This is an optimization exercise on Yosys and OpenROAD, whose aim is small area and few clock cycles, not a production implementation. Function not checked in this run: the RTL went through the layout flow alone. Power is estimated from default activity; no workload was simulated.

## flow/run.sh

```bash
#!/bin/bash
# synth_recipe.tcl (not shown) runs the flow's synth.tcl, then flattens the netlist and writes it again
# the make line also repeats each setting of config.mk as NAME=value (left out here)
make -C /OpenROAD-flow-scripts/flow DESIGN_CONFIG=/design/flow/config.mk WORK_HOME=/design/flow/orfs CLKGATE_MAP_FILE= SYNTH_SCRIPT=/design/flow/synth_recipe.tcl finish
```

## flow/config.mk

```make
export PLATFORM = sky130hd
export DESIGN_NAME = cmap_segment_group_builder
export DESIGN_NICKNAME = cmap_segment_group_builder
export VERILOG_FILES = /design/flow/design.v
export SDC_FILE = /design/flow/constraint.sdc
export NUM_CORES = 4
export LEC_CHECK = 0
export CAP_MARGIN = 20
export CORE_MARGIN = 2
export CORE_UTILIZATION = 40
export SLEW_MARGIN = 20
```

## flow/constraint.sdc

```tcl
create_clock -name core_clock -period 6.0 [get_ports {clk}]
set_input_delay 1.2000 -clock core_clock [delete_from_list [all_inputs] [get_ports {clk}]]
set_output_delay 1.2000 -clock core_clock [all_outputs]
set_load 0.01 [all_outputs]
```

## flow/design.v

```verilog
module cmap_segment_group_builder (
	input  logic         clk,
	input  logic         arst_n,
	input  logic         s_tvalid,
	output logic         s_tready,
	input  logic [39:0]  s_tdata,    
	input  logic         s_tuser,    
	output logic         m_tvalid,
	input  logic         m_tready,
	output logic [151:0] m_tdata,    
	output logic [1:0]   m_tuser,    
	output logic         m_tlast
);
	localparam int SEG  = 0;
	localparam int SENT = 1;
	localparam int HDR  = 2;
	localparam int GRP  = 3;
	localparam int CNT  = 4;
	logic        iv_q;
	logic        fin_q;
	logic [20:0] cp_q;
	logic [15:0] gl_q;
	logic [2:0]  step_q;     
	logic        seg_open_q;
	logic [15:0] seg_first_q;
	logic [15:0] seg_final_q;
	logic [15:0] seg_delta_q;
	logic [14:0] seg_total_q;
	logic        grp_open_q;
	logic [20:0] grp_first_q;
	logic [20:0] grp_final_q;
	logic [15:0] grp_delta_q;
	logic [20:0] grp_total_q;
	logic [20:0] cp_m1;
	logic [15:0] gl_delta;
	logic        bmp_in;
	logic        cp_nz;
	logic        gl_nz;
	logic        seg_ext;
	logic        grp_ext;
	assign cp_m1    = cp_q - 21'd1;
	assign gl_delta = gl_q - cp_q[15:0];
	assign bmp_in   = (cp_q[20:16] == 5'd0);
	assign cp_nz    = (cp_q != 21'd0);
	assign gl_nz    = (gl_q != 16'd0);
	assign seg_ext  = cp_nz && gl_nz && (cp_m1[15:0] == seg_final_q) && (gl_delta == seg_delta_q);
	assign grp_ext  = cp_nz && gl_nz && (cp_m1 == grp_final_q) && (gl_delta == grp_delta_q);
	logic [4:0] need;
	logic [4:0] left;
	logic [4:0] after;
	logic [4:0] cur;
	always_comb begin
		need = '0;
		if (fin_q) begin
			need[SEG]  = seg_open_q;
			need[SENT] = !(seg_open_q && (seg_final_q == 16'hFFFF));
			need[HDR]  = 1'b1;
			need[GRP]  = grp_open_q;
			need[CNT]  = 1'b1;
		end else begin
			need[SEG]  = seg_open_q && bmp_in && !seg_ext;
			need[GRP]  = grp_open_q && !grp_ext;
		end
		for (int i = 0; i < 5; i++) begin
			left[i] = need[i] && (3'(i) >= step_q);
		end
		cur   = left & (~left + 5'd1);
		after = left & ~cur;
	end
	logic take;
	logic hand;
	logic apply;
	assign m_tvalid = iv_q && (left != '0);
	assign hand     = m_tvalid && m_tready;
	assign apply    = iv_q && ((left == '0) || (hand && (after == '0)));
	assign s_tready = !iv_q || apply;
	assign take     = s_tvalid && s_tready;
	logic        pick_grp;
	logic [20:0] r_first;
	logic [20:0] r_final;
	logic [15:0] r_delta;
	logic [15:0] r_glyph;
	logic [3:0]  es;
	logic [15:0] sx2;
	logic [15:0] sr;
	logic [15:0] rs;
	assign pick_grp = cur[GRP];
	assign r_first  = pick_grp ? grp_first_q : {5'd0, seg_first_q};
	assign r_final  = pick_grp ? grp_final_q : {5'd0, seg_final_q};
	assign r_delta  = pick_grp ? grp_delta_q : seg_delta_q;
	assign r_glyph  = r_delta + r_first[15:0];
	always_comb begin
		es = 4'd0;
		for (int i = 1; i < 15; i++) begin
			if (seg_total_q[i]) begin
				es = 4'(i);
			end
		end
	end
	assign sx2 = {seg_total_q, 1'b0};
	assign sr  = 16'd2 << es;
	assign rs  = sx2 - sr;
	always_comb begin
		m_tdata = '0;
		m_tuser = 2'd0;
		if (cur[SEG] || cur[GRP]) begin
			m_tdata[20:0]  = r_first;
			m_tdata[41:21] = r_final;
			m_tdata[57:42] = r_glyph;
			if (cur[SEG]) begin
				m_tdata[73:58] = r_delta;
			end
		end
		if (cur[SENT]) begin
			m_tdata[20:0]  = 21'h00FFFF;
			m_tdata[41:21] = 21'h00FFFF;
			m_tdata[73:58] = 16'd1;
		end
		if (cur[HDR]) begin
			m_tdata[89:74]   = sx2;
			m_tdata[105:90]  = sr;
			m_tdata[109:106] = es;
			m_tdata[125:110] = rs;
		end
		if (cur[CNT]) begin
			m_tdata[146:126] = grp_total_q;
		end
		m_tuser[0] = cur[GRP] || cur[CNT];
		m_tuser[1] = cur[HDR] || cur[CNT];
	end
	assign m_tlast = (after == '0);
	always_ff @(posedge clk or negedge arst_n) begin
		if (!arst_n) begin
			iv_q        <= 1'b0;
			step_q      <= '0;
			seg_open_q  <= 1'b0;
			seg_total_q <= '0;
			grp_open_q  <= 1'b0;
			grp_total_q <= '0;
		end else begin
			if (take) begin
				iv_q <= 1'b1;
			end else if (apply) begin
				iv_q <= 1'b0;
			end
			if (apply) begin
				step_q <= '0;
			end else if (hand) begin
				step_q <= (cur[SEG] ? 3'd1 : 3'd0) | (cur[SENT] ? 3'd2 : 3'd0)
					| (cur[HDR] ? 3'd3 : 3'd0) | (cur[GRP] ? 3'd4 : 3'd0);
			end
			if (apply && fin_q) begin
				seg_open_q  <= 1'b0;
				seg_total_q <= '0;
				grp_open_q  <= 1'b0;
				grp_total_q <= '0;
			end else begin
				if (hand && (cur[SEG] || cur[SENT])) begin
					seg_total_q <= seg_total_q + 15'd1;
				end
				if (hand && cur[GRP]) begin
					grp_total_q <= grp_total_q + 21'd1;
				end
				if (apply) begin
					if (bmp_in) begin
						seg_open_q <= 1'b1;
					end
					grp_open_q <= 1'b1;
				end
			end
		end
	end
	always_ff @(posedge clk) begin
		if (take) begin
			fin_q <= s_tuser;
			cp_q  <= s_tdata[20:0];
			gl_q  <= s_tdata[36:21];
		end
		if (apply && !fin_q) begin
			if (bmp_in) begin
				seg_final_q <= cp_q[15:0];
				if (!(seg_open_q && seg_ext)) begin
					seg_first_q <= cp_q[15:0];
					seg_delta_q <= gl_delta;
				end
			end
			grp_final_q <= cp_q;
			if (!(grp_open_q && grp_ext)) begin
				grp_first_q <= cp_q;
				grp_delta_q <= gl_delta;
			end
		end
	end
endmodule
```

==> run summary <==
==> stage by stage <==
| stage | instance area [um2] | worst slack (ns) | cells | util |
|---|---|---|---|---|
| finish | 19870 | -1.201 | 2330 | 0.6313 |
| global route | 19870 | -1.496 | 2330 | 0.6313 |
| CTS | 19010 | -1.304 | 2286 | 0.6041 |
| detailed placement | 17820 | -1.317 | 2229 | 0.5663 |
| global placement | 17820 | -1.192 | 2229 | 0.5661 |
| floorplan | 13080 | -0.4606 | 1351 | - |
==> area by class of cell <==
type,count,share of cell area
inverters,52,0.009949
repair buffers,620,0.2611
well taps,402,0.02531
clock buffers,18,0.02267
flip-flops and latches,186,0.2705
clock inverters,14,0.008312
multi-input cells,1038,0.4021
==> cells in the mapped netlist, types with 8 or more instances <==
library cell  count  area (um2)
mux2i_1          10       100.1
and2_1           33       206.5
o21ai_0          37       185.2
nand2b_1         13       81.33
edfxtp_1        144        4324
o21a_1            9       67.56
nand4_1          27       168.9
a221o_1          20       200.2
ha_1             48       600.6
inv_1            52       195.2
a21boi_0         10       75.07
nor2_1          120       450.4
nand3_1          29       145.1
a21oi_1          51       255.2
a21o_1           26       195.2
clkbuf_1         45       168.9
or4_1            11       82.58
dfrtp_1          42        1051
buf_2            13       65.06
xnor2_1          85       744.5
nand2_1         170       638.1
xor2_1           60       525.5
nor3b_1           8       60.06
nor4_1           26       162.7
and3_1           51       319.1
nor3_1           42       210.2
nor2b_1           8       50.05
buf_4            12       90.09
==> final timing paths <==
path | cells past startpoint | to | from | slack, ns
worst max-delay path | 26 | m_tdata[54] | gl_q[0] | -1.20
worst min-delay path | 2 | grp_total_q[20] | grp_total_q[20] | 0.54
worst max register to register | 20 | seg_delta_q[2] | gl_q[0] | 0.71
worst min register to register | 2 | grp_total_q[20] | grp_total_q[20] | 0.54
max in group asynchronous | 1 | grp_total_q[7] | arst_n | 4.51
min in group asynchronous | 1 | seg_total_q[3] | arst_n | 0.89
==> critical path, cell delays in order, from the launching register on <==
cell and delay (ns):
edfxtp_1 0.41, inv_2 0.10, ha_4 0.12, inv_2 0.03, fa_2 0.34, a21o_1 0.24
buf_6 0.13, a221oi_4 0.23, or4_1 0.14, o211ai_1 0.09, or4_4 0.49, or4b_4 0.53
nor4_4 0.17, or2b_4 0.18, nor2_4 0.05, buf_12 0.13, buf_16 0.14, buf_16 0.14
nand2_1 0.06, nand2_1 0.07, ha_1 0.34, a21oi_1 0.37, o2111ai_2 0.21, and3_4 0.23
o41ai_4 0.25, mux2i_1 0.22, buf_2 0.15
==> sequential cells by signal (all words and copies together) (netlist names) <==
| signal | flops |
|---|---|
| cp_q | 21 |
| grp_final_q | 21 |
| grp_first_q | 21 |
| grp_total_q | 21 |
| gl_q | 16 |
| grp_delta_q | 16 |
| seg_delta_q | 16 |
| seg_final_q | 16 |
| seg_first_q | 16 |
| seg_total_q | 15 |
| step_q | 3 |
| fin_q | 1 |
| grp_open_q | 1 |
| iv_q | 1 |
| seg_open_q | 1 |
==> repair_timing <==
item,4_1_cts,5_1_grt
setup buffers,22,44
pin swaps,31,78
hold buffers,0,0
resized for setup,360,311
setup endpoints to repair,119,127
gates cloned,4,6
==> per-layer routing <==
layer	GRT usage	up-vias	wire (um)
met5	0	-	0
met4	0.1419	0	2759
met3	0.03253	127	2246
met2	0.4984	485	24050
met1	0.3434	6117	20080
li1	-	5996	-
==> power by group through the flow <==
stage          clock (uW)  sequential [uW]  combinational [uW]
2_1_floorplan           0             1900                3260
3_3_place_gp            0             1930                6260
3_5_place_dp            0             1930                6300
4_1_cts              1200             1910                6860
5_1_grt              1250             1940                8240
6_report             1180             1920                7740
==> cell families (layout without fill, tap and decap cells) <==
group           count (synthesis)  after routing  synth area share
flops                         186            186            0.4215
buf+inv                       127            704           0.04395
xor+xnor                      146            146            0.1013
simple gates                  581            581            0.2360
other cells                     1              8         0.0002940
compound gates                241            241            0.1371
fa+ha+maj                      51             51           0.05111
mux                            11             11          0.008732
==> summary.txt <==
Run status
  – Outcome: failed layout checks
  – Failing Checks: setup timing

Routing
  – DRT iter0 DRCs: 850
  – DRT Wirelength: 49.14 mm
  – Drt via density: 5.461
  – First-pass DRT Iterations: 5
  – DRC: 0
  – Post-DRT Antenna Nets: 0
  – Routed wire per std cell: 21.09 um
  – Via count: 12730

Pwr
  – Internal: 6181 uW
  – VDD IR max: 230.5 uV
  – Pwr Density: 545.8 nW/um2
  – Clk pwr share: 0.109
  – Sw power: 4665 uW
  – Sw Ratio: 0.4301
  – Leakage power: 0.008861 uW
  – Gate power share: 0.714
  – Tot Pwr: 10850 uW
  – Seq pwr share: 0.177

Critical path
  – Crit start category: flop
  – CP endpoint kind: output pin
  – Worst EP required: 4.80 ns
  – Setup Crit Path Kind: reg2out
  – Largest fanout on the critical path: 7
  – Critical Path AT: 6.00 ns

STA
  – Final setup fails: 24
  – Min cycle time layout: 7.201 ns
  – Clock Skew: 0.01213 ns
  – Fin Setup TNS: -14.48 ns
  – Final hold violations: 0
  – Actual slew at the worst max-slew pin: 0.9562 ns
  – Max transition margin: 0.3625
  – Fin crit share: 1.200
  – Fmax: 138.9 MHz
  – Slew Limit Fails: 0
  – Unrepaired setup endpoints after global routing: yes
  – Setup ws final: -1.201 ns
  – Hold WS: 0.5427 ns

Die
  – FP Rows: 65
  – Die area: 33330 um2
  – Die Y: 182.6 um
  – Core Region: 31470 um2
  – I/O pins: 202
  – Overall die width: 182.6 um
  – Initial core utilization: 0.4052

Placed design
  – Routability cong.: 0.9770
  – Post-detail-place hpwl: 36.89 mm
  – Port buffer count: 190

Run
  – Max Cap Viol: 0

Synthesis
  – Post-synth ARST share: 0.2258
  – Mapped cell area: 12750 um2
  – Sequential fraction of the synthesis area: 0.4215
  – Synth Area per Inst: 9.489 um2
  – Syn Inst Count: 1344
  – Seq cells post-synth: 186
  – Post-synth EDFFs: 144
  – Distinct cells, synth: 89
  – Synth Warn #: 1
  – Synth Flop Type: edfxtp_1

Global route
  – Initial antenna violation count: 0
  – First-pass GRT wire length: 71.46 mm
  – Largest net degree at the start of global routing: 43
  – GRT overflow: 0
  – Number of global-route vias before repair: 12470
  – Total GRT Usage: 0.2832

Finish
  – Commonest non-fill, non-tap cell in the layout: buf_4
  – Commonest non-fill, non-tap cells in the layout: 374 x buf_4, 144 x edfxtp_1, 130 x nand2_1
  – FILL cells: 2602
  – Layout cell share with drive strength beyond 1: 0.4113
  – Area grow syn2layout: 55.80%
  – Final nets: 2010
  – Multi-input gate area: 7990 um2
  – FF+latch area: 5375 um2
  – Ant. Diodes: 0

Clocking
  – CTS H-tree lvls: 4
  – Root buffer cell: clkbuf_16
  – Worst-skew pair later-pin latency: 0.45 ns
  – Clock transition at path regs: 0.08 ns
  – CTS Buffer Depth: 2
  – CTS tree: built
  – Clk sinks: 186
  – CTS Buf Count: 17

Hold path
  – HP Class: reg2reg

==> what the ideal ports hide <==
The results above use ideal ports. As a check the final layout listed here was re-extracted and re-timed, cells and wires unchanged. Step 1 assumes that a clkbuf_16 drives the clock port and a buf_2 every other input. Step 2, shift: input delay + t, output delay - t, t = (earliest + latest rising clock arrival at the registers) / 2. This alone moves slack from input paths to output paths. Slacks: ideal ports / drivers / drivers and shift; pairs: ideal ports / drivers.
shift t [ns]: 0.498
slack for setup (ns): -1.201 / -1.251 / -0.753
clock arrival spread, ns: 0.012 / 0.012
worst register clock-pin slew, ns: 0.08 / 0.08
pins driven straight from the clock port: 1
For this run, drivers alone change the setup slack by -0.050 ns; drivers and shift together by +0.448 ns.
